Background: an optimization exercise with open tools, aiming at small area. Do not read the settings as production practice. Where RTL was checked, it was by simulation tests only, not by an equivalence proof against the original. No functional check of the RTL was part of run 5. Power figures rest on the tool's default switching activity, not on a simulated workload.

$ cat flow/design.v
package adventurePkg;
	typedef logic [9:0] pixelX_t;
	typedef logic [8:0] pixelY_t;
	typedef logic [3:0] roomCoord_t;
	typedef struct packed {
		logic [2:0] red;
		logic [2:0] green;
		logic [1:0] blue;
	} color_t;
	typedef enum logic [1:0] {
		HELD_NONE   = 2'd0,
		HELD_YELLOW = 2'd1,
		HELD_BLACK  = 2'd2
	} heldKey_t;
	localparam int STEP_PERIOD  = 16;
	localparam int STEP_COUNT_W = $clog2(STEP_PERIOD);
	localparam pixelX_t X_MAX        = 10'd624;
	localparam pixelX_t X_MIN        = 10'd16;
	localparam pixelY_t Y_MAX        = 9'd470;
	localparam pixelY_t Y_MIN        = 9'd10;
	localparam pixelX_t ENTRY_LEFT   = 10'd20;
	localparam pixelX_t ENTRY_RIGHT  = 10'd619;
	localparam pixelY_t ENTRY_TOP    = 9'd14;
	localparam pixelY_t ENTRY_BOTTOM = 9'd466;
	localparam roomCoord_t ROOM_LIMIT = 4'd8;
	localparam int PUSH_BACK = 7;
	localparam pixelX_t START_X         = 10'd320;
	localparam pixelY_t START_Y         = 9'd380;
	localparam roomCoord_t START_ROOM_X = 4'd3;
	localparam roomCoord_t START_ROOM_Y = 4'd5;
	localparam int PLAYER_HALF = 9;
	localparam pixelX_t YELLOW_KEY_X         = 10'd128;
	localparam pixelY_t YELLOW_KEY_Y         = 9'd220;
	localparam roomCoord_t YELLOW_KEY_ROOM_X = 4'd3;
	localparam roomCoord_t YELLOW_KEY_ROOM_Y = 4'd5;
	localparam pixelX_t BLACK_KEY_X          = 10'd128;
	localparam pixelY_t BLACK_KEY_Y          = 9'd220;
	localparam roomCoord_t BLACK_KEY_ROOM_X  = 4'd4;
	localparam roomCoord_t BLACK_KEY_ROOM_Y  = 4'd7;
	localparam int KEY_W        = 32;
	localparam int KEY_H        = 8;
	localparam int KEY_ROW      = 4;     
	localparam int CARRY_OFFSET = 15;
	localparam pixelX_t GATE_X = 10'd304;
	localparam pixelY_t GATE_Y = 9'd280;
	localparam int GATE_BARS   = 4;
	localparam int GATE_PITCH  = 10;
	localparam int GATE_BAR_W  = 5;
	localparam int GATE_BAR_H  = 80;
	localparam roomCoord_t YELLOW_CASTLE_X = 4'd3;
	localparam roomCoord_t YELLOW_CASTLE_Y = 4'd5;
	localparam roomCoord_t BLACK_CASTLE_X  = 4'd1;
	localparam roomCoord_t BLACK_CASTLE_Y  = 4'd3;
	localparam pixelX_t UNLOCK_X_LO  = 10'd288;
	localparam pixelX_t UNLOCK_X_HI  = 10'd352;
	localparam pixelY_t UNLOCK_Y     = 9'd360;
	localparam pixelY_t GATE_BLOCK_Y = 9'd352;
	localparam color_t COLOR_YELLOW     = 8'hFC;
	localparam color_t COLOR_BLACK      = 8'h00;
	localparam color_t COLOR_MAZE       = 8'h27;
	localparam color_t COLOR_GREEN      = 8'h1C;
	localparam color_t COLOR_DEFAULT    = 8'hFF;
	localparam color_t COLOR_KEY_ROOM   = 8'hF0;
	localparam color_t COLOR_CHALICE    = 8'h87;
	localparam color_t COLOR_BLACK_YARD = 8'hCC;
	localparam color_t COLOR_LEFT_HALL  = 8'h78;
	localparam color_t COLOR_RIGHT_HALL = 8'h90;
endpackage
import adventurePkg::*;
module adventureTop (
	input  logic       turn,
	input  logic       rst,
	input  logic [3:0] buttons,
	input  adventurePkg::pixelX_t    pixelX,
	input  adventurePkg::pixelY_t    pixelY,
	input  logic       blank,
	input  adventurePkg::color_t     mapPixel,
	output adventurePkg::color_t     color,
	output adventurePkg::roomCoord_t roomX,
	output adventurePkg::roomCoord_t roomY,
	output adventurePkg::color_t     roomColor
);
	localparam int KX = -16;
	localparam int KY = -20;
	localparam int OX = 15 - KX;   
	localparam int QY = -KY;       
	logic [3:0] count;
	logic       step;
	logic       bump;
	logic [9:0] px_n, cx_n, ox_n;
	logic [8:0] py_n, cy_n, oy_n;
	logic       yU, bU;
	logic [1:0] held;
	logic [3:0] rc;      
	function automatic logic [9:0] add10(input logic [9:0] a, input logic [9:0] b);
		logic c;
		c = 1'b0;
		for (int i = 0; i < 10; i++) begin
			add10[i] = a[i] ^ b[i] ^ c;
			c = (a[i] & b[i]) | (a[i] & c) | (b[i] & c);
		end
	endfunction
	function automatic logic [8:0] add9(input logic [8:0] a, input logic [8:0] b);
		logic c;
		c = 1'b0;
		for (int i = 0; i < 9; i++) begin
			add9[i] = a[i] ^ b[i] ^ c;
			c = (a[i] & b[i]) | (a[i] & c) | (b[i] & c);
		end
	endfunction
	function automatic logic [6:0] add6(input logic [5:0] a, input logic [5:0] b);
		logic c;
		c = 1'b0;
		for (int i = 0; i < 6; i++) begin
			add6[i] = a[i] ^ b[i] ^ c;
			c = (a[i] & b[i]) | (a[i] & c) | (b[i] & c);
		end
		add6[6] = c;
	endfunction
	function automatic logic [5:0] add5(input logic [4:0] a, input logic [4:0] b);
		logic c;
		c = 1'b0;
		for (int i = 0; i < 5; i++) begin
			add5[i] = a[i] ^ b[i] ^ c;
			c = (a[i] & b[i]) | (a[i] & c) | (b[i] & c);
		end
		add5[5] = c;
	endfunction
	function automatic logic hz5(input logic [4:0] a, input logic [4:0] b, input logic cin);
		hz5 = ((a[0] ^ b[0]) == cin);
		for (int i = 1; i < 5; i++)
			hz5 = hz5 && ((a[i] ^ b[i]) == (a[i-1] | b[i-1]));
	endfunction
	function automatic logic hz4(input logic [3:0] a, input logic [3:0] b, input logic cin);
		hz4 = ((a[0] ^ b[0]) == cin);
		for (int i = 1; i < 4; i++)
			hz4 = hz4 && ((a[i] ^ b[i]) == (a[i-1] | b[i-1]));
	endfunction
	function automatic logic in10(input logic [9:0] v, input int lo, input int hi);
		logic [9:0] l, h;
		l = 10'(lo);
		h = 10'(hi);
		if (l <= h)
			in10 = v >= l && v <= h;
		else
			in10 = v >= l || v <= h;
	endfunction
	function automatic logic in9(input logic [8:0] v, input int lo, input int hi);
		logic [8:0] l, h;
		l = 9'(lo);
		h = 9'(hi);
		if (l <= h)
			in9 = v >= l && v <= h;
		else
			in9 = v >= l || v <= h;
	endfunction
	function automatic logic pxIn(input logic [9:0] v, input int lo, input int hi);
		pxIn = in10(v, -(hi + KX), -(lo + KX));
	endfunction
	function automatic logic pyIn(input logic [8:0] v, input int lo, input int hi);
		pyIn = in9(v, -(hi + KY), -(lo + KY));
	endfunction
	function automatic logic [9:0] pxRep(input int x);
		pxRep = 10'(-(x + KX));
	endfunction
	function automatic logic [8:0] pyRep(input int y);
		pyRep = 9'(-(y + KY));
	endfunction
	function automatic logic isR(input logic [3:0] v, input int k);
		if (k == 0)
			isR = !v[3] && v[2:0] == 3'd0;
		else if (k == 8)
			isR = v[3];
		else
			isR = v[2:0] == 3'(k);
	endfunction
	function automatic logic [3:0] incR(input logic [3:0] v);
		incR = {v[2] & v[1] & v[0], v[2] ^ (v[1] & v[0]), v[1] ^ v[0], !v[0]};
	endfunction
	function automatic logic [3:0] decR(input logic [3:0] v);
		decR = {1'b0, v[2] ^ (!v[1] & !v[0]), !(v[1] ^ v[0]), !v[0]};
	endfunction
	function automatic logic [3:0] roomCode(input logic [3:0] x, input logic [3:0] y);
		adventurePkg::color_t c;
		logic yLow;   
		yLow = !y[3] && !(y[2] && y[1]);
		if (isR(x, 3) && yLow)
			c = COLOR_YELLOW;
		else if (isR(x, 4) && isR(y, 7))
			c = COLOR_KEY_ROOM;
		else if (isR(x, 1) && isR(y, 1))
			c = COLOR_CHALICE;
		else if (isR(x, 1) && isR(y, 2))
			c = COLOR_BLACK_YARD;
		else if (isR(x, 1) && isR(y, 3))
			c = COLOR_BLACK;
		else if (isR(x, 1) || (isR(x, 2) && yLow))
			c = COLOR_MAZE;
		else if (isR(x, 2) && isR(y, 6))
			c = COLOR_LEFT_HALL;
		else if (isR(x, 3) && isR(y, 6))
			c = COLOR_GREEN;
		else if (isR(x, 4) && isR(y, 6))
			c = COLOR_RIGHT_HALL;
		else
			c = COLOR_DEFAULT;
		roomCode = {c[7], c[5], c[3], c[1]};
	endfunction
	assign roomColor[7] = rc[3];
	assign roomColor[5] = rc[2];
	assign roomColor[3] = rc[1];
	assign roomColor[1] = rc[0];
	assign roomColor[0] = rc[0];
	assign roomColor[2] = rc[0] | (rc[1] & (rc[3] | ~rc[2]));
	assign roomColor[4] = rc[2] ? (rc[3] | ~rc[0]) : ((rc[3] ^ rc[1]) & ~rc[0]);
	assign roomColor[6] = (rc[2] & (rc[3] | ~rc[0])) | (rc[3] & rc[1] & ~rc[0]);
	function automatic logic keyShape(input logic [5:0] e, input logic ez,
			input logic [4:0] f, input logic fz, input logic [9:0] kx, input logic [8:0] ky);
		logic top, mid, low;
		logic sA, sB, sC, sD, sE;
		sA = !in10(kx, OX + 23, OX + 32);   
		sB = !in10(kx, OX + 1, OX + 24);    
		sC = !in10(kx, OX + 29, OX + 32);   
		sD = !in10(kx, OX + 1, OX + 4);     
		sE = !in10(kx, OX + 9, OX + 12);    
		top = fz && f >= 5'(QY - 4) && f <= 5'(QY - 1) && !in9(ky, QY - 3, QY);
		mid = fz && f >= 5'(QY) && f <= 5'(QY + 3) && !in9(ky, QY + 1, QY + 4);
		low = fz && f >= 5'(QY + 4) && f <= 5'(QY + 7) && !in9(ky, QY + 5, QY + 8);
		keyShape = ez && ((top && sA && e >= 6'(OX + 22) && e <= 6'(OX + 32))
			|| (mid && ((sB && e >= 6'(OX) && e <= 6'(OX + 24)) || (sC && e >= 6'(OX + 28) && e <= 6'(OX + 32))))
			|| (low && ((sD && e >= 6'(OX) && e <= 6'(OX + 4)) || (sE && e >= 6'(OX + 8) && e <= 6'(OX + 12))
				|| (sA && e >= 6'(OX + 22) && e <= 6'(OX + 32)))));
	endfunction
	logic [6:0] ecX, eoX;
	logic [5:0] epX, epY, ecY, eoY;
	logic ecXz, eoXz, epXz, epYz, ecYz, eoYz;
	logic inYRoom, inBRoom, inBCastle;
	logic gateBar, gateShown, gateZone;
	logic shapeC, shapeO, yellowHit, blackHit, playerHit;
	assign epX = add5(pixelX[4:0], px_n[4:0]);   
	assign epXz = hz5(pixelX[9:5], px_n[9:5], epX[5]);
	assign epY = add5(pixelY[4:0], py_n[4:0]);   
	assign epYz = hz4(pixelY[8:5], py_n[8:5], epY[5]);
	assign ecX = add6(pixelX[5:0], cx_n[5:0]);
	assign ecXz = hz4(pixelX[9:6], cx_n[9:6], ecX[6]);
	assign ecY = add5(pixelY[4:0], cy_n[4:0]);
	assign ecYz = hz4(pixelY[8:5], cy_n[8:5], ecY[5]);
	assign eoX = add6(pixelX[5:0], ox_n[5:0]);
	assign eoXz = hz4(pixelX[9:6], ox_n[9:6], eoX[6]);
	assign eoY = add5(pixelY[4:0], oy_n[4:0]);
	assign eoYz = hz4(pixelY[8:5], oy_n[8:5], eoY[5]);
	assign inYRoom   = isR(roomX, 3) && isR(roomY, 5);
	assign inBRoom   = isR(roomX, 4) && isR(roomY, 7);
	assign inBCastle = isR(roomX, 1) && isR(roomY, 3);
	assign gateShown = (inYRoom && !yU) || (inBCastle && !bU);
	assign gateBar = ((pixelX[9:6] == 4'd4 && ((pixelX[5:0] >= 6'd48 && pixelX[5:0] <= 6'd52)
			|| (pixelX[5:0] >= 6'd58 && pixelX[5:0] <= 6'd62)))
		|| (pixelX[9:6] == 4'd5 && ((pixelX[5:0] >= 6'd4 && pixelX[5:0] <= 6'd8)
			|| (pixelX[5:0] >= 6'd14 && pixelX[5:0] <= 6'd18))))
		&& pixelY >= 9'd280 && pixelY <= 9'd360;
	assign shapeC = keyShape(ecX[5:0], ecXz, ecY[4:0], ecYz, cx_n, cy_n);
	assign shapeO = keyShape(eoX[5:0], eoXz, eoY[4:0], eoYz, ox_n, oy_n);
	assign yellowHit = !yU && (inYRoom || held == 2'd1) && (held == 2'd1 ? shapeC : shapeO);
	assign blackHit  = !bU && (inBRoom || held == 2'd2) && (held == 2'd2 ? shapeC : shapeO);
	assign playerHit = pxIn(px_n, 9, 1014) && epXz && epX[4:0] >= 5'(OX - 24) && epX[4:0] <= 5'(OX - 7)
		&& pyIn(py_n, 9, 502) && epYz && epY[4:0] >= 5'(QY - 9) && epY[4:0] <= 5'(QY + 8);
	assign gateZone = pxIn(px_n, 289, 1023) && pyIn(py_n, 0, 351);
	always_ff @(posedge turn) begin
		if (rst) begin
			color <= '0;
			bump <= 1'b0;
		end else if (blank) begin
			color <= '0;
		end else begin
			if (gateShown && gateBar)
				color <= COLOR_BLACK;
			else if (yellowHit)
				color <= COLOR_YELLOW;
			else if (blackHit)
				color <= COLOR_BLACK;
			else if (playerHit)
				color <= roomColor;
			else
				color <= mapPixel;
			if (playerHit) begin
				if (inYRoom && gateZone)
					bump <= !yU;
				else if (inBCastle && gateZone)
					bump <= !bU;
				else
					bump <= mapPixel == roomColor;
			end
		end
	end
	always_ff @(posedge turn) begin
		if (rst) begin
			count <= '0;
			step <= 1'b0;
		end else begin
			count <= count + 4'd1;
			step <= count == 4'd15;
		end
	end
	logic [3:0] rightRoomX, rightRoomY, leftRoomX, leftRoomY;
	logic [9:0] nX;
	logic [8:0] nY;
	always_comb begin
		rightRoomX = incR(roomX);
		rightRoomY = roomY;
		leftRoomX = decR(roomX);
		leftRoomY = roomY;
		if (isR(roomX, 1) && isR(roomY, 6)) begin
			rightRoomX = 4'd1;
			rightRoomY = 4'd4;
			leftRoomX = 4'd2;
			leftRoomY = 4'd4;
		end else if (isR(roomX, 2) && isR(roomY, 5)) begin
			rightRoomX = 4'd1;
			rightRoomY = 4'd5;
		end else if (isR(roomX, 2) && isR(roomY, 4)) begin
			rightRoomX = 4'd1;
			rightRoomY = 4'd6;
		end else if (isR(roomX, 1) && isR(roomY, 5)) begin
			leftRoomX = 4'd2;
			leftRoomY = 4'd5;
		end else if (isR(roomX, 1) && isR(roomY, 4)) begin
			leftRoomX = 4'd1;
			leftRoomY = 4'd6;
		end
	end
	function automatic logic [9:0] move10(input logic [9:0] x, input logic mv, input logic neg,
			input logic big);
		logic down, c3, inc, dec, t, z;
		down = neg ^ big;
		c3 = down ? (x[2:0] != 3'd0) : (x[2:0] == 3'd7);
		inc = mv && !neg && c3;
		dec = mv && neg && !c3;
		move10[2:0] = !mv ? x[2:0] : down ? x[2:0] - 3'd1 : x[2:0] + 3'd1;
		t = 1'b1;
		z = 1'b1;
		for (int i = 3; i < 10; i++) begin
			move10[i] = x[i] ^ ((inc && t) || (dec && z));
			t = t && x[i];
			z = z && !x[i];
		end
	endfunction
	function automatic logic [8:0] move9(input logic [8:0] x, input logic mv, input logic neg,
			input logic big);
		logic down, c3, inc, dec, t, z;
		down = neg ^ big;
		c3 = down ? (x[2:0] != 3'd0) : (x[2:0] == 3'd7);
		inc = mv && !neg && c3;
		dec = mv && neg && !c3;
		move9[2:0] = !mv ? x[2:0] : down ? x[2:0] - 3'd1 : x[2:0] + 3'd1;
		t = 1'b1;
		z = 1'b1;
		for (int i = 3; i < 9; i++) begin
			move9[i] = x[i] ^ ((inc && t) || (dec && z));
			t = t && x[i];
			z = z && !x[i];
		end
	endfunction
	logic mvX, mvY, negX, negY;
	logic goR, goD, goU, goL;
	always_comb begin
		mvX = step && ((buttons[3] && pxIn(px_n, 17, 1023)) || (buttons[0] && pxIn(px_n, 0, 623)));
		negX = (buttons[3] && pxIn(px_n, 17, 1023)) ? bump : !bump;
		nX = move10(px_n, mvX, negX, bump);
		mvY = step && ((buttons[2] && pyIn(py_n, 11, 511)) || (buttons[1] && pyIn(py_n, 0, 469)));
		negY = (buttons[2] && pyIn(py_n, 11, 511)) ? bump : !bump;
		nY = move9(py_n, mvY, negY, bump);
		goR = step && pxIn(px_n, 624, 1023) && !isR(roomX, 8);
		goD = step && !goR && pyIn(py_n, 470, 511) && !isR(roomY, 8);
		goU = step && !goR && !goD && pyIn(py_n, 0, 10) && !isR(roomY, 0);
		goL = step && !goR && !goD && !goU && pxIn(px_n, 0, 16) && !isR(roomX, 0);
	end
	always_ff @(posedge turn) begin
		if (rst) begin
			px_n <= pxRep(START_X);
			py_n <= pyRep(START_Y);
			roomX <= START_ROOM_X;
			roomY <= START_ROOM_Y;
			rc <= roomCode(START_ROOM_X, START_ROOM_Y);
		end else begin
			px_n <= goR ? pxRep(ENTRY_LEFT) : goL ? pxRep(ENTRY_RIGHT) : nX;
			py_n <= goD ? pyRep(ENTRY_TOP) : goU ? pyRep(ENTRY_BOTTOM) : nY;
			if (goR) begin
				roomX <= rightRoomX;
				roomY <= rightRoomY;
			end else if (goD) begin
				roomY <= incR(roomY);
			end else if (goU) begin
				roomY <= decR(roomY);
			end else if (goL) begin
				roomX <= leftRoomX;
				roomY <= leftRoomY;
			end
			if (step)
				rc <= roomCode(roomX, roomY);
		end
	end
	logic onO, atUnlock, pickO, pick;
	logic [9:0] dkX;
	logic [8:0] dkY;
	assign dkX = add10(ox_n, ~px_n);
	assign dkY = add9(oy_n, ~py_n);
	assign onO = !pxIn(ox_n, 977, 1008) && in10(dkX, 15, 45)
		&& in9(oy_n, -503 - KY, -4 - KY) && in9(dkY, -4, 6);
	assign atUnlock = pxIn(px_n, 289, 351) && pyIn(py_n, 0, 359);
	assign pickO = onO && (held == 2'd1 ? (inBRoom && !bU)
		: held == 2'd2 ? (inYRoom && !yU) : (inYRoom || inBRoom));
	always_ff @(posedge turn)
		pick <= pickO;
	always_ff @(posedge turn) begin
		if (step && pick) begin
			cx_n <= ox_n;
			cy_n <= oy_n;
		end else if (step && held != 2'd0) begin
			cx_n <= px_n;
			cy_n <= py_n;
		end
	end
	always_ff @(posedge turn) begin
		if (rst) begin
			ox_n <= pxRep(YELLOW_KEY_X - 15);
			oy_n <= pyRep(YELLOW_KEY_Y);
			yU <= 1'b0;
			bU <= 1'b0;
			held <= 2'd0;
		end else if (step) begin
			if (held == 2'd0) begin
				if (pick)
					held <= inYRoom ? 2'd1 : 2'd2;
			end else begin
				if (pick) begin
					held <= ~held;
					ox_n <= px_n;
					oy_n <= py_n;
				end
				if (held == 2'd1 && inYRoom && atUnlock)
					yU <= 1'b1;
				if (held == 2'd2 && inBCastle && atUnlock)
					bU <= 1'b1;
			end
		end
	end
endmodule
$ cat flow/flow/run.sh
#!/bin/bash
# Layout flow: the standard flow, except that the port buffers are the
# smallest buffer cell and clock tree synthesis uses larger sink clusters and
# no dummy loads. The flow's output goes to standard.log here; each step's
# log is kept in orfs/logs/ by the flow scripts.
set -o pipefail
bash standard.sh finish "BUFFER_PORTS_ARGS=-buffer_cell sky130_fd_sc_hd__buf_1" \
	"CTS_ARGS=-sink_clustering_enable -repair_clock_nets -buf_list sky130_fd_sc_hd__clkbuf_8 -dont_use_dummy_load -sink_clustering_size 20 -sink_clustering_max_diameter 80" \
	> standard.log 2>&1
$ cat flow/standard.sh
#!/bin/bash
# synth_recipe.tcl (not shown) runs the flow's synth.tcl, then flattens the netlist and writes it again
# the make line also repeats each setting of config.mk as NAME=value (left out here)
make -C /OpenROAD-flow-scripts/flow DESIGN_CONFIG=/design/flow/config.mk WORK_HOME=/design/flow/orfs CLKGATE_MAP_FILE= SYNTH_SCRIPT=/design/flow/synth_recipe.tcl "${@:-finish}"
$ cat flow/config.mk
export PLATFORM = sky130hd
export DESIGN_NAME = adventureTop
export DESIGN_NICKNAME = adventureTop
export VERILOG_FILES = /design/flow/design.v
export SDC_FILE = /design/flow/constraint.sdc
export NUM_CORES = 4
export LEC_CHECK = 0
export CAP_MARGIN = 0
export CORE_MARGIN = 2
export CORE_UTILIZATION = 70
export CTS_BUF_LIST = sky130_fd_sc_hd__clkbuf_8
export GPL_TIMING_DRIVEN = 0
export SETUP_SLACK_MARGIN = 0.08
export SLEW_MARGIN = 0
$ cat flow/constraint.sdc
create_clock -name core_clock -period 5.0 [get_ports {turn}]
set_input_delay 1.0000 -clock core_clock [delete_from_list [all_inputs] [get_ports {turn}]]
set_output_delay 1.0000 -clock core_clock [all_outputs]
set_load 0.01 [all_outputs]
==> qor.yml, run 1 <==
start_util: 0.7265
synth_seq_cells: 88
status: "finished clean"
rr_worst_depth: 16
yosys_warnings: 1
final_cells: 1104
cts_max_level: 3
multi_input_area_mm2: 0.005195
hold_depth: 1
final_nets: 1091
grt_overflow: 0
via_per_inst: 6.702
cts_inserted_buffers: 9
report.final.slew_viol_count: 0
clk_pin_slew_worst_paths_ns: 0.10
max_freq_ghz: 0.2080
netlist_area_mm2: 0.007567
antenna_found_initial: 0
syn_avg_cell_area_um2: 8.399
grtUsageTotal: 0.3953
io_buffers: 56
min_path_type: "flop to flop"
grt_max_degree: 20
num_io_pins: 58
layout-drive-gt1-share: 0.06508
grt_pass1_wl_um: 35560
die_h_um: 108.0
fill_cells: 737
post-route-drc-count: 0
cp.required_ns: 5.28
ys.flop_type: "dfxtp_1"
finalWirelength_um: 22170
timing.rr.end: "pick"
ant_nets: 0
rsz0062_at_grt: "yes"
dpl_worst_slack_ns: -0.7933
drt-initial-drc-count: 835
area_growth_pct: 8.085
dr.pass1.iters: 6
min_from: "count[0]"
synth-edff-count: 19
skew_ns: 0.02509
die_w_um: 108.0
hold_buffers: 0
fin_ws_ns: 0.1924
wl_per_cell_um: 20.09
worst_skew_pair.late_latency_ns: 0.40
via_count: 7399
fin_util: 0.7852
cts_max_path_buffers: 2
finalHoldViolCount: 0
post-route-period-util: 0.9615
cts_tree: "yes"
regArea_mm2: 0.001954
clock-sinks: 88
die_area_mm2: 0.01166
startpoint_type: "primary input"
r2r_start: "py_n[0]"
crit_arrival_ns: 5.09
clockRootBuffer: "clkbuf_8"
critPathMaxFanout: 8
period_minus_slack_ns: 4.808
setup_viol: 0
cap_violations: 0
n_antenna_cell: 0
critPathKind: "primary input to flop"
synthArstFlopShare: 0
slew_headroom: 0.3703
yosysSeqAreaShare: 0.2579
num_rows: 37
worst_pin_slew_ns: 0.9435
place_congestion: 0.9565
core_mm2: 0.01042
dp_cells: 1093
final_area_mm2: 0.008179
postPlaceCellArea_mm2: 0.007950
holdPathEnd: "count[0]"
dp_hpwl_um: 17140
syn_inst: 901
p_per_area_mw_per_mm2: 162.1
first_global_vias: 7357
synth.distinct_cells: 77
critPathCaptureType: "flop"
r2r_setup_slack_ns: 0.32
leakage_nw: 3.300
syn_nets: 1022
ir_worst_vdd_mv: 0.1745
[final cells by class]
class	instances	area share
multi-input cells	687	0.6352
plain buffers	38	0.02126
flip-flops and latches	88	0.2389
clock buffers	9	0.01514
well taps	136	0.02080
repair buffers	58	0.02784
inverters	88	0.04084
[registers in the layout, indices dropped and copies added, names as in the netlist]
| signal | count |
|---|---|
| bU | 1 |
| bump | 1 |
| color | 8 |
| count | 4 |
| cx_n | 10 |
| cy_n | 9 |
| held | 2 |
| ox_n | 10 |
| oy_n | 9 |
| pick | 1 |
| px_n | 10 |
| py_n | 9 |
| rc | 4 |
| roomX | 4 |
| roomY | 4 |
| step | 1 |
| yU | 1 |
[Yosys cell counts (6+ instances only)]
library cell | instances | share of area
xnor2_1 | 47 | 0.054
clkbuf_1 | 29 | 0.014
nand4_1 | 16 | 0.013
o311ai_0 | 6 | 0.0069
nor2b_1 | 9 | 0.0074
edfxtp_1 | 19 | 0.075
fa_1 | 43 | 0.11
mux2_2 | 7 | 0.010
mux2i_1 | 16 | 0.021
o211ai_1 | 20 | 0.020
a211oi_1 | 12 | 0.012
nor3_1 | 24 | 0.016
nand2_1 | 101 | 0.050
and3_1 | 11 | 0.0091
dfxtp_1 | 69 | 0.18
inv_1 | 87 | 0.043
or3_1 | 8 | 0.0066
nand3_1 | 22 | 0.015
o22ai_1 | 6 | 0.0050
ha_1 | 44 | 0.073
xor2_1 | 14 | 0.016
a31oi_1 | 12 | 0.0099
o21ai_1 | 10 | 0.0066
nand2b_1 | 9 | 0.0074
a21oi_1 | 48 | 0.032
o21ai_0 | 49 | 0.032
nor2_1 | 52 | 0.026
nor4_1 | 15 | 0.012
[power by group]
part | switching (mW) | internal [mW] | leakage [nW]
Combinational | 0.114 | 0.0734 | 2.51
Sequential | 0.00236 | 0.726 | 0.724
Clock | 0.248 | 0.162 | 0.0647
[metrics by stage]
stage,setup TNS [ns],power (mW),hold slack (ns)
2_1_floorplan,0,0.8605,0.4021
3_3_place_gp,-3.958,0.9069,0.4127
3_5_place_dp,-5.736,0.9188,0.4432
4_1_cts,0,1.306,0.4658
5_1_grt,0,1.356,0.4934
6_report,0,1.326,0.4618
[how the worst max path moves through the flow]
| stage | from | end | slack, ns | depth (start not counted) |
|---|---|---|---|---|
| finish | pixelX[0] | color[2] | 0.19 | 17 |
| global route | pixelX[0] | color[2] | 0.05 | 17 |
| CTS | pixelX[0] | color[5] | 0.1 | 17 |
| detailed placement | pixelX[1] | color[5] | -0.79 | 16 |
| global placement | pixelX[1] | color[6] | -0.56 | 16 |
| floorplan | py_n[0] | pick | 0.45 | 16 |
[placed cells by master, fill, tap and decap left out, types with 42 or more instances in the layout]
| cell type | Yosys | routed |
|---|---|---|
| nand2_1 | 101 | 100 |
| a21oi_1 | 48 | 48 |
| nor2_1 | 52 | 51 |
| ha_1 | 44 | 44 |
| o21ai_0 | 49 | 45 |
| inv_1 | 87 | 86 |
| buf_1 | 1 | 55 |
| fa_1 | 43 | 42 |
| dfxtp_1 | 69 | 67 |
| xnor2_1 | 47 | 47 |
[cells by family (layout without fill, tap and decap cells)]
kind of cell    count (synthesis)  after routing  synth area share
fa+ha+maj                      87             87            0.1865
compound gates                215            215            0.1850
buf+inv                       126            193           0.06613
mux                            23             23           0.03158
xor+xnor                       62             62           0.07358
simple gates                  300            300            0.1992
flops                          88             88            0.2579
[layer usage]
metal / share of wire / vias up / global-route usage / wire length [um]
met5: 0 / - / 0 / 0
met1: 0.38 / 3439 / 0.4705 / 8378
met4: 0.069 / 0 / 0.2491 / 1523
met2: 0.47 / 486 / 0.6613 / 10370
met3: 0.086 / 132 / 0.07173 / 1900
li1: - / 3342 / - / -
[what timing repair did]
item,in CTS,in global routing
endpoints found under the setup margin,9,9
resized for setup,8,19
pin swaps,3,6
setup buffers,1,1
[critical path: stages]
cell and delay (ns):
buf_2 0.15, ha_1 0.18, fa_1 0.18, inv_1 0.06, fa_1 0.38, fa_1 0.39
fa_1 0.37, inv_1 0.08, fa_1 0.50, or3_4 0.45, o221ai_2 0.19, a221oi_2 0.11
o22ai_2 0.14, a32oi_2 0.19, o22a_1 0.27, o21ai_4 0.28, o21ai_0 0.15
==> run 2, diff against run 1 <==
--- a/flow/config.mk
+++ b/flow/config.mk
@@ -8,5 +8,5 @@
 export CAP_MARGIN = 0
 export CORE_MARGIN = 2
-export CORE_UTILIZATION = 70
+export CORE_UTILIZATION = 80
 export CTS_BUF_LIST = sky130_fd_sc_hd__clkbuf_8
 export GPL_TIMING_DRIVEN = 0
==> qor.yml, run 2 <==
status: "failed layout checks"
so_faults: "negative setup slack"
r2r_start: "py_n[0]"
holdPathEnd: "count[0]"
critPathMaxFanout: 8  # unchanged
path_cells: "buf_2 > ha_1 > fa_1 > inv_1 > fa_1 > fa_1 > fa_1 > inv_1 > fa_1 > nand2b_1 > a21oi_1 > a2111oi_1 > nor3_1 > o21ai_1 > o22a_1 > o21ai_4 > nor3_1"
rr_worst_depth: 16  # unchanged
final_cell_mix: "nand2_1, inv_1, dfxtp_1, buf_1, nor2_1"
cp.buffers_inverters: 3  # unchanged
cap_violations: 0  # unchanged
core_mm2: 0.009196  # -12%
p_per_area_mw_per_mm2: 162.0  # about the same
wl_per_cell_um: 23.95  # +19%
yosys.area.top_type: "dfxtp_1"
yosysSeqAreaShare: 0.2579  # unchanged
min_path_type: "flop to flop"
via_per_inst: 7.507  # +12%
netlist_area_mm2: 0.007567  # unchanged
worst_skew_pair.late_latency_ns: 0.38  # -0.02 ns
num_io_pins: 58  # unchanged
top_regs: "cx_n x10, ox_n x10, px_n x10"
cp.depth: 17  # unchanged
post-route-drc-count: 0  # unchanged
skew_ns: 0.04611  # +0.02102 ns
antenna_found_initial: 0  # unchanged
drt-initial-drc-count: 1538  # +84%
grt_max_degree: 20  # unchanged
critPathCaptureType: "flop"
grt_overflow: 0  # unchanged
min_from: "count[0]"
fin_util: 0.8909  # +0.1057
ant_nets: 0  # unchanged
syn_nets: 1022  # unchanged
clock-sinks: 88  # unchanged
cts_max_level: 3  # unchanged
period_minus_slack_ns: 5.238  # +0.4307 ns
die_w_um: 101.3  # -6.2%
dr.pass1.iters: 11  # +5
clockRootBuffer: "clkbuf_8"
worst_pin_slew_ns: 1.040  # +0.09689 ns
postPlaceCellArea_mm2: 0.007916  # -0.42%
synth_seq_cells: 88  # unchanged
path_common_cell: "fa_1"
layout-drive-gt1-share: 0.07128  # +0.006198
num_rows: 35  # -5.4%
max_freq_ghz: 0.1909  # -8.2%
slew_headroom: 0.2976  # -0.07272
regArea_mm2: 0.001961  # +0.32%
n_antenna_cell: 0  # unchanged
multi_input_area_mm2: 0.005225  # +0.58%
syn_avg_cell_area_um2: 8.399  # unchanged
grtUsageTotal: 0.4726  # +0.07723
yosys-top-cells-area: "dfxtp_1, fa_1, edfxtp_1, ha_1, xnor2_1"
synth.most_common_cell: "nand2_1"
finalWirelength_um: 25840  # +17%
clk_pin_slew_worst_paths_ns: 0.11  # about the same
finalHoldViolCount: 0  # unchanged
startpoint_type: "primary input"
final_nets: 1091  # unchanged
worst_path_max_delay_cell: "a2111oi_1"
die_area_mm2: 0.01025  # -12%
dpl_worst_slack_ns: -0.7152  # +0.07802 ns
report.final.slew_viol_count: 0  # unchanged
ys.flop_type: "dfxtp_1"
fill_cells: 432  # -41%
post-route-period-util: 1.048  # +0.08613
first_global_vias: 7580  # +3.0%
synth-edff-count: 19  # unchanged
synthArstFlopShare: 0  # unchanged
hold_depth: 1  # unchanged
final_common_cell: "nand2_1"
max_stage_delay_ns: 0.88  # +0.38 ns
synth.distinct_cells: 77  # unchanged
cts_inserted_buffers: 9  # unchanged
top_layer: "met4"
grt_pass1_wl_um: 37580  # +5.7%
wl_met2_um: 11210  # +8.1%
met1Wirelength_um: 8237  # -1.7%
timing.rr.end: "pick"
die_h_um: 101.3  # -6.2%
ir_worst_vdd_mv: 0.1439  # -18%
syn_inst: 901  # unchanged
cts_max_path_buffers: 2  # unchanged
wl_met3_um: 3761  # +98%
synthTopCellsByCount: "nand2_1, inv_1, dfxtp_1"
io_buffers: 56  # unchanged
area_growth_pct: 8.267
start_util: 0.8229  # +0.09637
via_count: 8100  # +9.5%
cpLargestDelayFamily: "adder cells"
cts_tree: "yes"
leakage_nw: 3.300  # about the same
place_congestion: 0.9708  # +1.5%
final_area_mm2: 0.008193  # +0.17%
critPathKind: "primary input to flop"
dp_hpwl_um: 17320  # +1.0%
synth_top_area_share: 0.1825  # unchanged
crit_arrival_ns: 5.55  # +0.46 ns
setup_viol: 9  # +9
yosys_warnings: 1  # unchanged
cp.required_ns: 5.31  # +0.03 ns
r2r_setup_slack_ns: -0.15  # -0.47 ns
fin_ws_ns: -0.2383  # -0.4307 ns
run 2: where the power goes:
group / switching, mW / internal [mW] / leakage [nW]
logic: 0.121 / 0.0746 / 2.51
clock network: 0.242 / 0.162 / 0.0647
registers: 0.00238 / 0.725 / 0.725
run 2: worst max-delay path by stage:
stage | from | end | slack [ns]
floorplan | py_n[0] | pick | 0.45
global placement | pixelX[1] | color[6] | -0.58
detailed placement | pixelX[1] | color[3] | -0.72
CTS | py_n[0] | pick | 0.05
global route | pixelX[0] | color[0] | -0.70
finish | pixelX[0] | color[1] | -0.24
run 2: final cells by class:
type                            instances  area share
Timing Repair Buffer                   58     0.02779
Tap cell                              111     0.01695
Sequential cell                        88      0.2393
Inverter                               88     0.04078
Buffer                                 38     0.02230
Multi-Input combinational cell        687      0.6378
Clock buffer                            9     0.01512
run 2: through the flow:
| stage | std cells | setup TNS [ns] | power, mW | hold slack (ns) |
|---|---|---|---|---|
| 6_report | 1079 | -1.798 | 1.327 | 0.4687 |
| 3_3_place_gp | 1068 | -4.053 | 0.9059 | 0.4122 |
| 5_1_grt | 1079 | -5.789 | 1.355 | 0.4940 |
| 3_5_place_dp | 1068 | -5.115 | 0.9190 | 0.4454 |
| 4_1_cts | 1078 | 0 | 1.294 | 0.4695 |
| 2_1_floorplan | 901 | 0 | 0.8605 | 0.4021 |
run 2: timing repair:
item | 4_1_cts | 5_1_grt
hold buffers | 0 | 0
endpoints found under the setup margin | 9 | 9
pin swaps | 2 | 4
setup buffers | 1 | 1
resized for setup | 11 | 28
run 2: cells by family (layout without fill, tap and decap cells):
| kind of cell | Yosys count | after routing | synth area share |
|---|---|---|---|
| and+or+nand+nor | 300 | 300 | 0.1992 |
| AOI/OAI and AO/OA | 215 | 215 | 0.1850 |
| buffers and inverters | 126 | 193 | 0.06613 |
| DFF | 88 | 88 | 0.2579 |
| adders and majority gates | 87 | 87 | 0.1865 |
| xor gates and xnor gates | 62 | 62 | 0.07358 |
| muxes | 23 | 23 | 0.03158 |
run 2: metal layers:
metal | vias to the layer above | global-route usage
li1 | 3334 | -
met1 | 3651 | 0.5501
met2 | 818 | 0.7580
met3 | 297 | 0.1394
met4 | 0 | 0.3139
met5 | - | 0
==> run 3, diff against run 2 <==
--- a/flow/flow/run.sh
+++ b/flow/flow/run.sh
@@ -6,4 +6,4 @@
 set -o pipefail
 bash standard.sh finish "BUFFER_PORTS_ARGS=-buffer_cell sky130_fd_sc_hd__buf_1" \
-	"CTS_ARGS=-sink_clustering_enable -repair_clock_nets -buf_list sky130_fd_sc_hd__clkbuf_8 -dont_use_dummy_load -sink_clustering_size 20 -sink_clustering_max_diameter 80" \
+	"CTS_ARGS=-sink_clustering_enable -repair_clock_nets -buf_list sky130_fd_sc_hd__clkbuf_4 sky130_fd_sc_hd__clkbuf_8 -root_buf sky130_fd_sc_hd__clkbuf_8 -dont_use_dummy_load -sink_clustering_size 10 -sink_clustering_max_diameter 50" \
 	> standard.log 2>&1
--- a/flow/config.mk
+++ b/flow/config.mk
@@ -8,5 +8,5 @@
 export CAP_MARGIN = 0
 export CORE_MARGIN = 2
-export CORE_UTILIZATION = 80
+export CORE_UTILIZATION = 70
 export CTS_BUF_LIST = sky130_fd_sc_hd__clkbuf_8
 export GPL_TIMING_DRIVEN = 0
==> qor.yml, run 3 <==
syn_nets: 1022  # unchanged
stop_stage: "clock tree synthesis"
syn_inst: 901  # unchanged
place_congestion: 0.9565  # -1.5%
die_w_um: 108.0  # +6.6%
synth_top_area_share: 0.1825  # unchanged
num_rows: 37  # +5.7%
netlist_area_mm2: 0.007567  # unchanged
die_h_um: 108.0  # +6.6%
num_io_pins: 58  # unchanged
synth.distinct_cells: 77  # unchanged
synth.most_common_cell: "nand2_1"
ys.flop_type: "dfxtp_1"
yosys_warnings: 1  # unchanged
dp_cells: 1093  # +2.3%
syn_avg_cell_area_um2: 8.399  # unchanged
yosys-top-cells-area: "dfxtp_1, fa_1, edfxtp_1, ha_1, xnor2_1"
stop_error: "[ERROR STA-0564] clock_tree_synthesis positional arguments not supported."
start_util: 0.7265  # -0.09637
io_buffers: 56  # unchanged
dp_hpwl_um: 17140  # -1.0%
postPlaceCellArea_mm2: 0.007950  # +0.43%
synthTopCellsByCount: "nand2_1, inv_1, dfxtp_1"
yosys.area.top_type: "dfxtp_1"
status: "did not finish"
synth-edff-count: 19  # unchanged
synthArstFlopShare: 0  # unchanged
yosysSeqAreaShare: 0.2579  # unchanged
synth_seq_cells: 88  # unchanged
dpl_worst_slack_ns: -0.7933  # -0.07802 ns
==> run 3: power by group through the flow <==
stage	clock [mW]	combinational, mW	sequential, mW
floorplan	0	0.115	0.746
global placement	0	0.163	0.744
detailed placement	0	0.174	0.745
==> run 3: cells by family after synthesis <==
logic type	synth area share
XOR/XNOR	0.07358
multiplexers	0.03158
flip-flops	0.2579
AO/OA/AOI/OAI	0.1850
adder cells (fa/ha/maj)	0.1865
buffers and inverters	0.06613
AND/OR/NAND/NOR	0.1992
==> run 3: per-stage QoR <==
step | TNS [ns] | hold WS (ns) | util
floorplan | 0 | 0.4021 | -
global placement | -3.958 | 0.4127 | 0.7630
detailed placement | -5.736 | 0.4432 | 0.7632
==> run 3: how the worst max path moves through the flow <==
stage              start        to  slack (ns)  cells after the start
3_5_place_dp   pixelX[1]  color[5]       -0.79                     16
3_3_place_gp   pixelX[1]  color[6]       -0.56                     16
2_1_floorplan    py_n[0]      pick        0.45                     16
==> run 4, diff against run 3 <==
==> flow/flow/run.sh (replaced) <==
#!/bin/bash
# Layout flow: the standard flow, except that the port buffers are the
# smallest buffer cell and clock tree synthesis uses larger sink clusters and
# no dummy loads. The flow's output goes to standard.log here; each step's
# log is kept in orfs/logs/ by the flow scripts.
set -o pipefail
bash standard.sh finish "BUFFER_PORTS_ARGS=-buffer_cell sky130_fd_sc_hd__buf_1" \
	"CTS_ARGS=-sink_clustering_enable -repair_clock_nets -buf_list {sky130_fd_sc_hd__clkbuf_4 sky130_fd_sc_hd__clkbuf_8} -root_buf sky130_fd_sc_hd__clkbuf_8 -dont_use_dummy_load -sink_clustering_size 10 -sink_clustering_max_diameter 50" \
	> standard.log 2>&1
==> qor.yml, run 4 <==
status: "finished clean"
crit_start: "pixelX[0]"
top_regs: "cx_n x10, ox_n x10, px_n x10"
cp.required_ns: 5.28
report.final.slew_viol_count: 0
p_comb_frac: 0.141
finalPower_mw: 1.326
yosysSeqAreaShare: 0.2579  # unchanged
clock-sinks: 88
start_util: 0.7265  # unchanged
post-route-period-util: 0.9615
n_antenna_cell: 0
hold_depth: 1
min_path_type: "flop to flop"
io_buffers: 56  # unchanged
cap_violations: 0
synthTopCellsByCount: "nand2_1, inv_1, dfxtp_1"
final_common_cell: "nand2_1"
dr.pass1.iters: 6
internal_power_uw: 960.8
setup_viol: 0
yosys-top-cells-area: "dfxtp_1, fa_1, edfxtp_1, ha_1, xnor2_1"
cts_max_level: 3
slew_headroom: 0.3703
rr_worst_depth: 16
p_sw_frac: 0.2751
post-route-drc-count: 0
p_switching_uw: 364.7
startpoint_type: "primary input"
syn_avg_cell_area_um2: 8.399  # unchanged
drt-initial-drc-count: 835
yosys.area.top_type: "dfxtp_1"
max_stage_delay_ns: 0.50
endpoint: "color[2]"
wl_per_cell_um: 20.09
timing.rr.end: "pick"
synth.distinct_cells: 77  # unchanged
power_frac_clock: 0.309
ant_nets: 0
antenna_found_initial: 0
first_global_vias: 7357
final_cells: 1104
critPathCaptureType: "flop"
finalHoldViolCount: 0
die_area_mm2: 0.01166
num_rows: 37  # unchanged
ir_worst_vdd_mv: 0.1745
path_common_cell: "fa_1"
synthArstFlopShare: 0  # unchanged
via_count: 7399
cts_tree: "yes"
hold_buffers: 0
fill_cells: 737
final_nets: 1091
crit_arrival_ns: 5.09
period_minus_slack_ns: 4.808
worst_skew_pair.late_latency_ns: 0.40
synth.most_common_cell: "nand2_1"
grt_max_degree: 20
place_congestion: 0.9565  # unchanged
path_cells: "buf_2 > ha_1 > fa_1 > inv_1 > fa_1 > fa_1 > fa_1 > inv_1 > fa_1 > or3_4 > o221ai_2 > a221oi_2 > o22ai_2 > a32oi_2 > o22a_1 > o21ai_4 > o21ai_0"
die_h_um: 108.0  # unchanged
grtUsageTotal: 0.3953
p_per_area_mw_per_mm2: 162.1
skew_ns: 0.02509
worst_path_max_delay_cell: "fa_1"
r2r_start: "py_n[0]"
worst_pin_slew_ns: 0.9435
syn_nets: 1022  # unchanged
grt_pass1_wl_um: 35560
ys.flop_type: "dfxtp_1"
critPathKind: "primary input to flop"
netlist_area_mm2: 0.007567  # unchanged
leakage_nw: 3.300
r2r_setup_slack_ns: 0.32
cts_inserted_buffers: 9
dp_hpwl_um: 17140  # unchanged
max_freq_ghz: 0.2080
area_growth_pct: 8.085
synth_top_area_share: 0.1825  # unchanged
rsz0062_at_grt: "yes"
grt_overflow: 0
num_io_pins: 58  # unchanged
finalWirelength_um: 22170
cts_max_path_buffers: 2
dp_cells: 1093  # unchanged
syn_inst: 901  # unchanged
yosys_warnings: 1  # unchanged
critPathMaxFanout: 8
via_per_inst: 6.702
die_w_um: 108.0  # unchanged
p_seq_frac: 0.549
synth-edff-count: 19  # unchanged
clockRootBuffer: "clkbuf_8"
final_cell_mix: "nand2_1, inv_1, dfxtp_1, buf_1, nor2_1"
layout-drive-gt1-share: 0.06508
clk_pin_slew_worst_paths_ns: 0.10
core_mm2: 0.01042
synth_seq_cells: 88  # unchanged
-- run 4: cell counts after synthesis --
Identical to the previous run, type by type.
-- run 4: layout make-up --
type,count,area (um^2),share of cell area
buffer,38,173.9,0.02126
multi-input combinational,687,5195,0.6352
inverter,88,334.1,0.04084
tap,136,170.2,0.02080
clock buffer,9,123.9,0.01514
sequential,88,1954,0.2389
timing repair buffer,58,227.7,0.02784
-- run 4: worst min path at each step --
| stage | startpoint | to | slack, ns |
|---|---|---|---|
| after global placement | count[0] | count[0] | 0.41 |
| final | count[0] | count[0] | 0.46 |
| after detailed placement | count[0] | count[0] | 0.44 |
| after floorplan | count[0] | count[0] | 0.40 |
| after global routing | count[0] | count[0] | 0.49 |
| after CTS | count[0] | count[0] | 0.47 |
-- run 4: worst max-delay path, delay by kind of cell --
| kind | cells | cell delay [ns] |
|---|---|---|
| adders and majority gates | 6 | 2.00 |
| AOI/OAI and AO/OA | 7 | 1.33 |
| and+or+nand+nor | 1 | 0.45 |
| buffers and inverters | 3 | 0.29 |
-- run 4: repair_timing --
| action | 4_1_cts | 5_1_grt |
|---|---|---|
| buffers inserted | 1 | 1 |
| resized for setup | 8 | 19 |
| endpoints found under the setup margin | 9 | 9 |
| pin swaps | 3 | 6 |
-- run 4: per-stage QoR --
stage | setup WS [ns] | hold slack (ns) | TNS, ns | cell area, um^2 | utilization
after floorplan | 0.4451 | 0.4021 | 0 | 7567 | -
after global placement | -0.5573 | 0.4127 | -3.958 | 7948 | 0.7630
after detailed placement | -0.7933 | 0.4432 | -5.736 | 7950 | 0.7632
after CTS | 0.09520 | 0.4658 | 0 | 8104 | 0.7780
after global routing | 0.04565 | 0.4934 | 0 | 8179 | 0.7852
final | 0.1924 | 0.4618 | 0 | 8179 | 0.7852
-- run 4: power by group through the flow --
stage,clock [mW],sequential (mW),combinational [mW]
after detailed placement,0,0.745,0.174
final,0.410,0.728,0.187
after CTS,0.402,0.728,0.176
after global placement,0,0.744,0.163
after global routing,0.424,0.729,0.203
after floorplan,0,0.746,0.115
-- run 4: routing by layer --
layer	vias to the layer above	routed length, um	track usage
met5	-	0	0
met4	0	1523	0.2491
met3	132	1900	0.07173
met2	486	10370	0.6613
met1	3439	8378	0.4705
li1	3342	-	-
-- run 4: cell families after synthesis --
group           after synthesis  synth area share
fa+ha+maj                    87            0.1865
buf+inv                     126           0.06613
xor+xnor                     62           0.07358
simple gates                300            0.1992
compound gates              215            0.1850
mux                          23           0.03158
flops                        88            0.2579
==> run 5, diff against run 4 <==
--- a/flow/design.v
+++ b/flow/design.v
@@ -400,16 +400,18 @@
 		end
 	end
-	logic onO, atUnlock, pickO, pick;
+	logic onO, atUnlock, pick;
 	logic [9:0] dkX;
 	logic [8:0] dkY;
 	assign dkX = add10(ox_n, ~px_n);
 	assign dkY = add9(oy_n, ~py_n);
-	assign onO = !pxIn(ox_n, 977, 1008) && in10(dkX, 15, 45)
-		&& in9(oy_n, -503 - KY, -4 - KY) && in9(dkY, -4, 6);
+	logic onX, onY;
+	always_ff @(posedge turn) begin
+		onX <= !pxIn(ox_n, 977, 1008) && in10(dkX, 15, 45);
+		onY <= in9(oy_n, -503 - KY, -4 - KY) && in9(dkY, -4, 6);
+	end
+	assign onO = onX && onY;
 	assign atUnlock = pxIn(px_n, 289, 351) && pyIn(py_n, 0, 359);
-	assign pickO = onO && (held == 2'd1 ? (inBRoom && !bU)
+	assign pick = onO && (held == 2'd1 ? (inBRoom && !bU)
 		: held == 2'd2 ? (inYRoom && !yU) : (inYRoom || inBRoom));
-	always_ff @(posedge turn)
-		pick <= pickO;
 	always_ff @(posedge turn) begin
 		if (step && pick) begin
==> flow/flow/run.sh (replaced) <==
#!/bin/bash
# Layout flow: the standard flow, except that the port buffers are the
# smallest buffer cell and clock tree synthesis uses larger sink clusters and
# no dummy loads. The flow's output goes to standard.log here; each step's
# log is kept in orfs/logs/ by the flow scripts.
set -o pipefail
bash standard.sh finish "BUFFER_PORTS_ARGS=-buffer_cell sky130_fd_sc_hd__buf_1" \
	"CTS_ARGS=-sink_clustering_enable -repair_clock_nets -buf_list sky130_fd_sc_hd__clkbuf_8 -dont_use_dummy_load -sink_clustering_size 20 -sink_clustering_max_diameter 80" \
	> standard.log 2>&1
--- a/flow/config.mk
+++ b/flow/config.mk
@@ -11,4 +11,4 @@
 export CTS_BUF_LIST = sky130_fd_sc_hd__clkbuf_8
 export GPL_TIMING_DRIVEN = 0
-export SETUP_SLACK_MARGIN = 0.08
+export SETUP_SLACK_MARGIN = 0.15
 export SLEW_MARGIN = 0
==> qor.yml, run 5 <==
status: "finished clean"
rsz0062_at_grt: "no"
cts_max_path_buffers: 2  # unchanged
synth.most_common_cell: "nand2_1"
wl_per_cell_um: 20.07  # about the same
crit_arrival_ns: 5.09  # about the same
num_io_pins: 58  # unchanged
critPathMaxFanout: 6  # -2
yosys.area.top_type: "dfxtp_1"
die_w_um: 109.9  # +1.8%
die_area_mm2: 0.01207  # +3.6%
final_nets: 1105  # +1.3%
yosys-top-cells-area: "dfxtp_1, fa_1, edfxtp_1, ha_1, xnor2_1"
period_minus_slack_ns: 4.796  # -0.01126 ns
dpl_worst_slack_ns: -0.3264  # +0.4669 ns
finalWirelength_um: 22520  # +1.5%
ys.flop_type: "dfxtp_1"
start_util: 0.7208  # -0.005733
min_path_type: "flop to flop"
grtUsageTotal: 0.3913  # -0.004000
finalPower_mw: 1.320  # -0.43%
via_per_inst: 6.646  # -0.83%
clk_pin_slew_worst_paths_ns: 0.08  # -0.02 ns
grt_pass1_wl_um: 35880  # +0.91%
cap_violations: 0  # unchanged
final_common_cell: "nand2_1"
critPathCaptureType: "flop"
post-route-period-util: 0.9593  # -0.002252
cts_max_level: 3  # unchanged
cts_tree: "yes"
syn_nets: 1038  # +1.6%
fin_util: 0.7744  # -0.01080
worst_pin_slew_ns: 0.8556  # -0.08799 ns
n_antenna_cell: 0  # unchanged
grt_overflow: 0  # unchanged
top_regs: "cx_n x10, ox_n x10, px_n x10"
dr.pass1.iters: 6  # unchanged
cp.required_ns: 5.29  # about the same
syn_avg_cell_area_um2: 8.558  # +1.9%
first_global_vias: 7288  # -0.94%
synth_top_area_share: 0.1786  # -0.003968
startpoint_type: "primary input"
skew_ns: 0.03028  # +0.005181 ns
finalHoldViolCount: 0  # unchanged
post_cts_buffers: 0  # -1
report.final.slew_viol_count: 0  # unchanged
tns_ns: 0  # unchanged
synth.distinct_cells: 94  # +22%
synthArstFlopShare: 0  # unchanged
critPathKind: "primary input to flop"
area_growth_pct: 7.446
drt-initial-drc-count: 720  # -14%
fin_ws_ns: 0.2037  # +0.01126 ns
post-route-drc-count: 0  # unchanged
cts_inserted_buffers: 9  # unchanged
leakage_nw: 3.313  # +0.39%
num_rows: 38  # +2.7%
synthTopCellsByCount: "nand2_1, inv_1, dfxtp_1"
ant_nets: 0  # unchanged
syn_inst: 917  # +1.8%
layout-drive-gt1-share: 0.07128  # +0.006200
final_cell_mix: "nand2_1, inv_1, dfxtp_1, buf_1, o21ai_0"
worst_skew_pair.late_latency_ns: 0.38  # -0.02 ns
netlist_area_mm2: 0.007848  # +3.7%
clockRootBuffer: "clkbuf_8"
dp_hpwl_um: 17660  # +3.0%
setup_viol: 0  # unchanged
grt_max_degree: 20  # unchanged
synth_seq_cells: 89  # +1.1%
yosys_warnings: 1  # unchanged
synth-edff-count: 19  # unchanged
core_mm2: 0.01089  # +4.5%
die_h_um: 109.9  # +1.8%
clock-sinks: 89  # +1.1%
yosysSeqAreaShare: 0.2513  # -0.006661
antenna_found_initial: 0  # unchanged
via_count: 7457  # +0.78%
p_per_area_mw_per_mm2: 156.5  # -3.4%
io_buffers: 56  # unchanged
slew_headroom: 0.4252  # +0.05495
place_congestion: 1.001  # +4.6%
max_freq_ghz: 0.2085  # +0.23%
ir_worst_vdd_mv: 0.1323  # -24%
-- run 5: cell count changes after synthesis, moves of 5 or more --
cell	delta
a31oi_1	-6
clkbuf_1	-8
a211oi_1	-6
nor4_1	-8
o31ai_1	+5
nand3_1	+5
o21ai_1	-5
o21ai_0	+9
and3_1	-7
-- run 5: worst max-delay path: stages --
cell       delay (ns)
buf_1            0.18
ha_1             0.20
inv_1            0.06
fa_1             0.38
fa_1             0.40
fa_1             0.40
fa_1             0.39
xnor2_1          0.14
or4_1            0.54
a2111oi_0        0.55
o311a_1          0.36
o31ai_2          0.09
a21bo_2          0.30
o21ai_1          0.11
-- run 5: kinds of logic after synthesis --
family / Yosys count / share of synthesized area
AND/OR/NAND/NOR: 309 / 0.2039
AO/OA/AOI/OAI: 226 / 0.2020
buffers and inverters: 126 / 0.06760
flip-flops: 89 / 0.2513
adder cells (fa/ha/maj): 87 / 0.1798
XOR/XNOR: 59 / 0.06760
multiplexers: 21 / 0.02774
-- run 5: worst paths after layout --
path / from / endpoint / slack (ns) / depth (start not counted)
hold / removal: count[0] / count[0] / 0.45 / 1
setup / recovery: pixelY[0] / color[5] / 0.20 / 14
hold reg to reg: count[0] / count[0] / 0.45 / 1
setup reg to reg: py_n[0] / onY / 0.27 / 13
-- run 5: repair_timing --
action                                  CTS  global route
resized for setup                         3            21
endpoints found under the setup margin    9            10
hold buffers                              0             0
pin swaps                                 0             4
-- run 5: where the power goes --
group / leakage, nW / internal (mW) / switching (mW)
clock network: 0.0647 / 0.162 / 0.243
logic: 2.52 / 0.0701 / 0.110
registers: 0.733 / 0.734 / 0.00194
-- run 5: per-stage QoR --
step                      instances  hold slack [ns]  area (um^2)
after floorplan                 917           0.4175         7848
after global placement         1113           0.4306         8233
after detailed placement       1113           0.4456         8233
after CTS                      1122           0.4580         8371
after global routing           1122           0.4991         8432
final                          1122           0.4531         8432
-- run 5: cell type report --
type                            count  area, um^2
Multi-Input combinational cell    702        5406
Fill cell                         810        2456
Sequential cell                    89        1973
Inverter                           87       326.6
Buffer                             39       214.0
Timing Repair Buffer               56       212.7
Tap cell                          140       175.2
Clock buffer                        9       123.9
-- run 5: per-layer routing --
layer	GRT usage	vias to the layer above	part of all wire
li1	-	3402	-
met1	0.4853	3551	0.39
met2	0.6564	420	0.48
met3	0.06402	84	0.086
met4	0.1980	0	0.044
met5	0	-	0
==> run 6, diff against run 5 <==
--- a/flow/design.v
+++ b/flow/design.v
@@ -302,31 +302,6 @@
 		end
 	end
-	logic [3:0] rightRoomX, rightRoomY, leftRoomX, leftRoomY;
 	logic [9:0] nX;
 	logic [8:0] nY;
-	always_comb begin
-		rightRoomX = incR(roomX);
-		rightRoomY = roomY;
-		leftRoomX = decR(roomX);
-		leftRoomY = roomY;
-		if (isR(roomX, 1) && isR(roomY, 6)) begin
-			rightRoomX = 4'd1;
-			rightRoomY = 4'd4;
-			leftRoomX = 4'd2;
-			leftRoomY = 4'd4;
-		end else if (isR(roomX, 2) && isR(roomY, 5)) begin
-			rightRoomX = 4'd1;
-			rightRoomY = 4'd5;
-		end else if (isR(roomX, 2) && isR(roomY, 4)) begin
-			rightRoomX = 4'd1;
-			rightRoomY = 4'd6;
-		end else if (isR(roomX, 1) && isR(roomY, 5)) begin
-			leftRoomX = 4'd2;
-			leftRoomY = 4'd5;
-		end else if (isR(roomX, 1) && isR(roomY, 4)) begin
-			leftRoomX = 4'd1;
-			leftRoomY = 4'd6;
-		end
-	end
 	function automatic logic [9:0] move10(input logic [9:0] x, input logic mv, input logic neg,
 			input logic big);
@@ -375,4 +350,14 @@
 		goL = step && !goR && !goD && !goU && pxIn(px_n, 0, 16) && !isR(roomX, 0);
 	end
+	logic xUp, xDown, ySwap;
+	always_comb begin
+		xUp = (goR && !(isR(roomX, 1) && isR(roomY, 6))
+				&& !(isR(roomX, 2) && (isR(roomY, 4) || isR(roomY, 5))))
+			|| (goL && isR(roomX, 1) && (isR(roomY, 5) || isR(roomY, 6)));
+		xDown = (goR && isR(roomX, 2) && (isR(roomY, 4) || isR(roomY, 5)))
+			|| (goL && !(isR(roomX, 1) && (isR(roomY, 4) || isR(roomY, 5) || isR(roomY, 6))));
+		ySwap = (goR && ((isR(roomX, 1) && isR(roomY, 6)) || (isR(roomX, 2) && isR(roomY, 4))))
+			|| (goL && isR(roomX, 1) && (isR(roomY, 4) || isR(roomY, 6)));
+	end
 	always_ff @(posedge turn) begin
 		if (rst) begin
@@ -385,33 +370,22 @@
 			px_n <= goR ? pxRep(ENTRY_LEFT) : goL ? pxRep(ENTRY_RIGHT) : nX;
 			py_n <= goD ? pyRep(ENTRY_TOP) : goU ? pyRep(ENTRY_BOTTOM) : nY;
-			if (goR) begin
-				roomX <= rightRoomX;
-				roomY <= rightRoomY;
-			end else if (goD) begin
-				roomY <= incR(roomY);
-			end else if (goU) begin
-				roomY <= decR(roomY);
-			end else if (goL) begin
-				roomX <= leftRoomX;
-				roomY <= leftRoomY;
-			end
+			roomX <= xUp ? incR(roomX) : xDown ? decR(roomX) : roomX;
+			roomY <= goD ? incR(roomY) : goU ? decR(roomY) : {roomY[3:2], roomY[1] ^ ySwap, roomY[0]};
 			if (step)
 				rc <= roomCode(roomX, roomY);
 		end
 	end
-	logic onO, atUnlock, pick;
+	logic onO, atUnlock, pickO, pick;
 	logic [9:0] dkX;
 	logic [8:0] dkY;
 	assign dkX = add10(ox_n, ~px_n);
 	assign dkY = add9(oy_n, ~py_n);
-	logic onX, onY;
-	always_ff @(posedge turn) begin
-		onX <= !pxIn(ox_n, 977, 1008) && in10(dkX, 15, 45);
-		onY <= in9(oy_n, -503 - KY, -4 - KY) && in9(dkY, -4, 6);
-	end
-	assign onO = onX && onY;
+	assign onO = !pxIn(ox_n, 977, 1008) && in10(dkX, 15, 45)
+		&& in9(oy_n, -503 - KY, -4 - KY) && in9(dkY, -4, 6);
 	assign atUnlock = pxIn(px_n, 289, 351) && pyIn(py_n, 0, 359);
-	assign pick = onO && (held == 2'd1 ? (inBRoom && !bU)
+	assign pickO = onO && (held == 2'd1 ? (inBRoom && !bU)
 		: held == 2'd2 ? (inYRoom && !yU) : (inYRoom || inBRoom));
+	always_ff @(posedge turn)
+		pick <= pickO;
 	always_ff @(posedge turn) begin
 		if (step && pick) begin
--- a/flow/config.mk
+++ b/flow/config.mk
@@ -8,7 +8,7 @@
 export CAP_MARGIN = 0
 export CORE_MARGIN = 2
-export CORE_UTILIZATION = 70
+export CORE_UTILIZATION = 62
 export CTS_BUF_LIST = sky130_fd_sc_hd__clkbuf_8
 export GPL_TIMING_DRIVEN = 0
-export SETUP_SLACK_MARGIN = 0.15
+export SETUP_SLACK_MARGIN = 0.08
 export SLEW_MARGIN = 0
==> qor.yml, run 6 <==
die_w_um: 113.7  # +3.5%
syn_inst: 876  # -4.5%
met1_usage: 0.4355  # -0.04982
grt.busiest_layer: "met2"
tns_ns: 0  # unchanged
final_common_cell: "nand2_1"
finalHoldViolCount: 0  # unchanged
min_from: "count[0]"
final_cells: 1090  # -2.9%
ir_worst_vdd_mv: 0.1320  # -0.26%
drt-initial-drc-count: 621  # -14%
via_per_inst: 6.354  # -4.4%
syn_avg_cell_area_um2: 8.514  # -0.51%
leakage_nw: 3.173  # -4.2%
rsz0062_at_grt: "yes"
r2r_setup_slack_ns: 0.23  # -0.04 ns
p_sw_frac: 0.2705  # +0.002058
slew_headroom: 0.3556  # -0.06960
p_per_area_mw_per_mm2: 164.2  # +4.9%
crit_arrival_ns: 5.10  # about the same
cts_tree: "yes"
p_comb_frac: 0.152  # +0.016
p_switching_uw: 358.6  # +1.2%
core_mm2: 0.01186  # +8.9%
yosysSeqAreaShare: 0.2617  # +0.01043
netlist_area_mm2: 0.007458  # -5.0%
cts_max_level: 3  # unchanged
n_antenna_cell: 0  # unchanged
status: "finished clean"
cap_violations: 0  # unchanged
antenna_found_initial: 0  # unchanged
cp.required_ns: 5.31  # +0.02 ns
synth.most_common_cell: "nand2_1"
top_regs: "cx_n x10, ox_n x10, px_n x10"
r2r_start: "py_n[0]"
post-route-drc-count: 0  # unchanged
grt_overflow: 0  # unchanged
worst_pin_slew_ns: 0.9655  # +0.1099 ns
synthTopCellsByCount: "nand2_1, inv_1, dfxtp_1"
via_count: 6926  # -7.1%
p_seq_frac: 0.551  # -0.006
final_cell_mix: "nand2_1, inv_1, dfxtp_1, o21ai_0, xnor2_1"
setup_viol: 0  # unchanged
holdPathEnd: "count[0]"
place_congestion: 0.9636  # -3.7%
synth.distinct_cells: 77  # -18%
internal_power_uw: 967.1  # +0.16%
clock-sinks: 88  # -1.1%
clockRootBuffer: "clkbuf_8"
min_path_type: "flop to flop"
dr.pass1.iters: 6  # unchanged
hold_depth: 1  # unchanged
power_frac_clock: 0.297  # -0.009
max_stage_delay_ns: 0.52  # -0.03 ns
critPathMaxFanout: 6  # unchanged
max_freq_ghz: 0.2089  # +0.22%
finalWirelength_um: 21470  # -4.6%
first_global_vias: 6763  # -7.2%
die_area_mm2: 0.01292  # +7.0%
grtUsageTotal: 0.3419  # -0.04941
startpoint_type: "primary input"
worst_path_max_delay_cell: "or4_4"
grt_max_degree: 20  # unchanged
rr_worst_depth: 16  # +3
die_h_um: 113.7  # +3.5%
yosys_warnings: 1  # unchanged
num_io_pins: 58  # unchanged
timing.rr.end: "pick"
crit_start: "pixelX[0]"
critPathKind: "primary input to flop"
grt_pass1_wl_um: 34310  # -4.4%
ant_nets: 0  # unchanged
hold_buffers: 0  # unchanged
clk_pin_slew_worst_paths_ns: 0.09  # about the same
synth_top_area_share: 0.1852  # +0.006632
skew_ns: 0.02253  # -0.007748 ns
synth-edff-count: 19  # unchanged
post-route-period-util: 0.9572  # -0.002087
period_minus_slack_ns: 4.786  # -0.01044 ns
grt_use_met3: 0.05367  # -0.01035
critPathCaptureType: "flop"
report.final.slew_viol_count: 0  # unchanged
worst_skew_pair.late_latency_ns: 0.38  # about the same
dp_hpwl_um: 17160  # -2.8%
wl_per_cell_um: 19.70  # -1.8%
num_rows: 40  # +5.3%
met2_usage: 0.5768  # -0.07960
layout-drive-gt1-share: 0.08590  # +0.01461
yosys.area.top_type: "dfxtp_1"
dp_cells: 1079  # -3.1%
fill_cells: 1026  # +27%
yosys-top-cells-area: "dfxtp_1, fa_1, edfxtp_1, ha_1, xnor2_1"
start_util: 0.6288  # -0.09196
syn_nets: 994  # -4.2%
io_buffers: 56  # unchanged
area_growth_pct: 8.270
path_common_cell: "fa_2"
cts_max_path_buffers: 2  # unchanged
synth_seq_cells: 88  # -1.1%
final_nets: 1063  # -3.8%
finalPower_mw: 1.326  # +0.44%
ys.flop_type: "dfxtp_1"
cts_inserted_buffers: 9  # unchanged
synthArstFlopShare: 0  # unchanged
path_cells: "clkbuf_4 > ha_2 > fa_1 > inv_1 > fa_2 > fa_2 > fa_2 > inv_2 > fa_2 > or4_4 > o22ai_2 > nand2_1 > a211oi_4 > o2111ai_2 > a21oi_2 > and2_4 > o21bai_1"
[run 6: changes by cell type in the layout (fill, tap and decap cells not counted), sizes merged, moves of 5 or more]
cell / delta
and3: +5
nor2b: -6
xnor2: +10
nor2: +6
nor4: +10
o21bai: +5
nand3: -7
nor3: -5
nand4: -5
nor3b: -5
or3: -6
nand2b: -5
[run 6: timing repair]
| item | in CTS | in global routing |
|---|---|---|
| buffers inserted | 2 | 0 |
| endpoints found under the setup margin | 8 | 9 |
| pin swaps | 3 | 6 |
| endpoints found under the hold margin | 0 | 0 |
| gates resized for setup | 10 | 16 |
[run 6: cell type report]
type | count | area, um^2 | share of cell area
inverter | 86 | 322.8 | 0.03998
timing repair buffer | 58 | 230.2 | 0.02851
clock buffer | 9 | 123.9 | 0.01534
sequential | 88 | 1953 | 0.2419
tap | 147 | 183.9 | 0.02278
buffer | 32 | 156.4 | 0.01937
multi-input combinational | 670 | 5105 | 0.6322
[run 6: how the worst max path moves through the flow]
| stage | endpoint | slack [ns] | depth (start not counted) |
|---|---|---|---|
| floorplan | color[2] | 0.18 | 16 |
| global placement | color[4] | -0.84 | 16 |
| detailed placement | color[6] | -0.92 | 16 |
| CTS | color[6] | 0.1 | 17 |
| global route | pick | 0.03 | 16 |
| finish | color[6] | 0.21 | 17 |
[run 6: power groups by stage]
stage | Sequential (mW) | Clock [mW] | Combinational [mW]
3_5_place_dp | 0.747 | 0 | 0.190
3_3_place_gp | 0.746 | 0 | 0.183
5_1_grt | 0.731 | 0.422 | 0.221
2_1_floorplan | 0.748 | 0 | 0.125
4_1_cts | 0.731 | 0.395 | 0.196
6_report | 0.731 | 0.394 | 0.201
[run 6: critical path, delay by kind of cell]
| family | cells | cell delay, ns |
|---|---|---|
| simple gates | 3 | 0.86 |
| compound gates | 5 | 1.14 |
| fa+ha+maj | 6 | 1.83 |
| buf+inv | 3 | 0.26 |
[run 6: cell families (layout without fill, tap and decap cells)]
family                   count (synthesis)  in the layout  synth area share
AND/OR/NAND/NOR                        282            282            0.1889
AO/OA/AOI/OAI                          213            213            0.1894
buffers and inverters                  118            185           0.06375
flip-flops                              88             88            0.2617
adder cells (fa/ha/maj)                 84             84            0.1842
XOR/XNOR                                68             68           0.07985
multiplexers                            23             23           0.03221
[run 6: metal layers]
layer,vias to the layer above,share of wire
li1,3236,-
met1,3361,0.42
met2,279,0.48
met3,50,0.058
met4,0,0.035
met5,-,0
[run 6: through the flow]
stage | hold WS (ns) | setup WS [ns] | util | instance area, um^2
after floorplan | 0.4021 | 0.1762 | - | 7458
after global placement | 0.4142 | -0.8450 | 0.6620 | 7853
after detailed placement | 0.4544 | -0.9193 | 0.6622 | 7855
after CTS | 0.4744 | 0.09785 | 0.6774 | 8035
after global routing | 0.4796 | 0.03388 | 0.6808 | 8075
final | 0.4789 | 0.2141 | 0.6808 | 8075

[re-timing with driven ports]
No port has a modelled driver above. Below, the same layouts with a new extraction and two added sets of constraints. Step 1, drivers: a clkbuf_16 drives turn and a buf_2 each remaining input, both assumed. Step 2 moves the port delays by t, midway between the first and last clock arrival at a register: inputs arrive t later, outputs are due t later. That takes back most of the time a late clock gives input paths. a / b / c = ideal / step 1 / step 2; a / b = the first two.
run	shift t [ns]	setup slack, ns	hold slack, ns	worst setup path after step 2	pins driven straight from the clock port
run 1	0.414	0.192 / 0.203 / -0.211	0.462 / 0.462 / 0.462	input to register	1
run 2	0.396	-0.238 / -0.230 / -0.626	0.469 / 0.469 / 0.469	input to register	1
run 4	0.414	0.192 / 0.203 / -0.211	0.462 / 0.462 / 0.462	input to register	1
run 5	0.401	0.204 / 0.218 / -0.183	0.453 / 0.453 / 0.453	input to register	1
run 6	0.404	0.214 / 0.225 / -0.179	0.479 / 0.479 / 0.479	input to register	1
Met with ideal ports but missed after step 2: setup timing in run 1, run 4, run 5 and run 6.
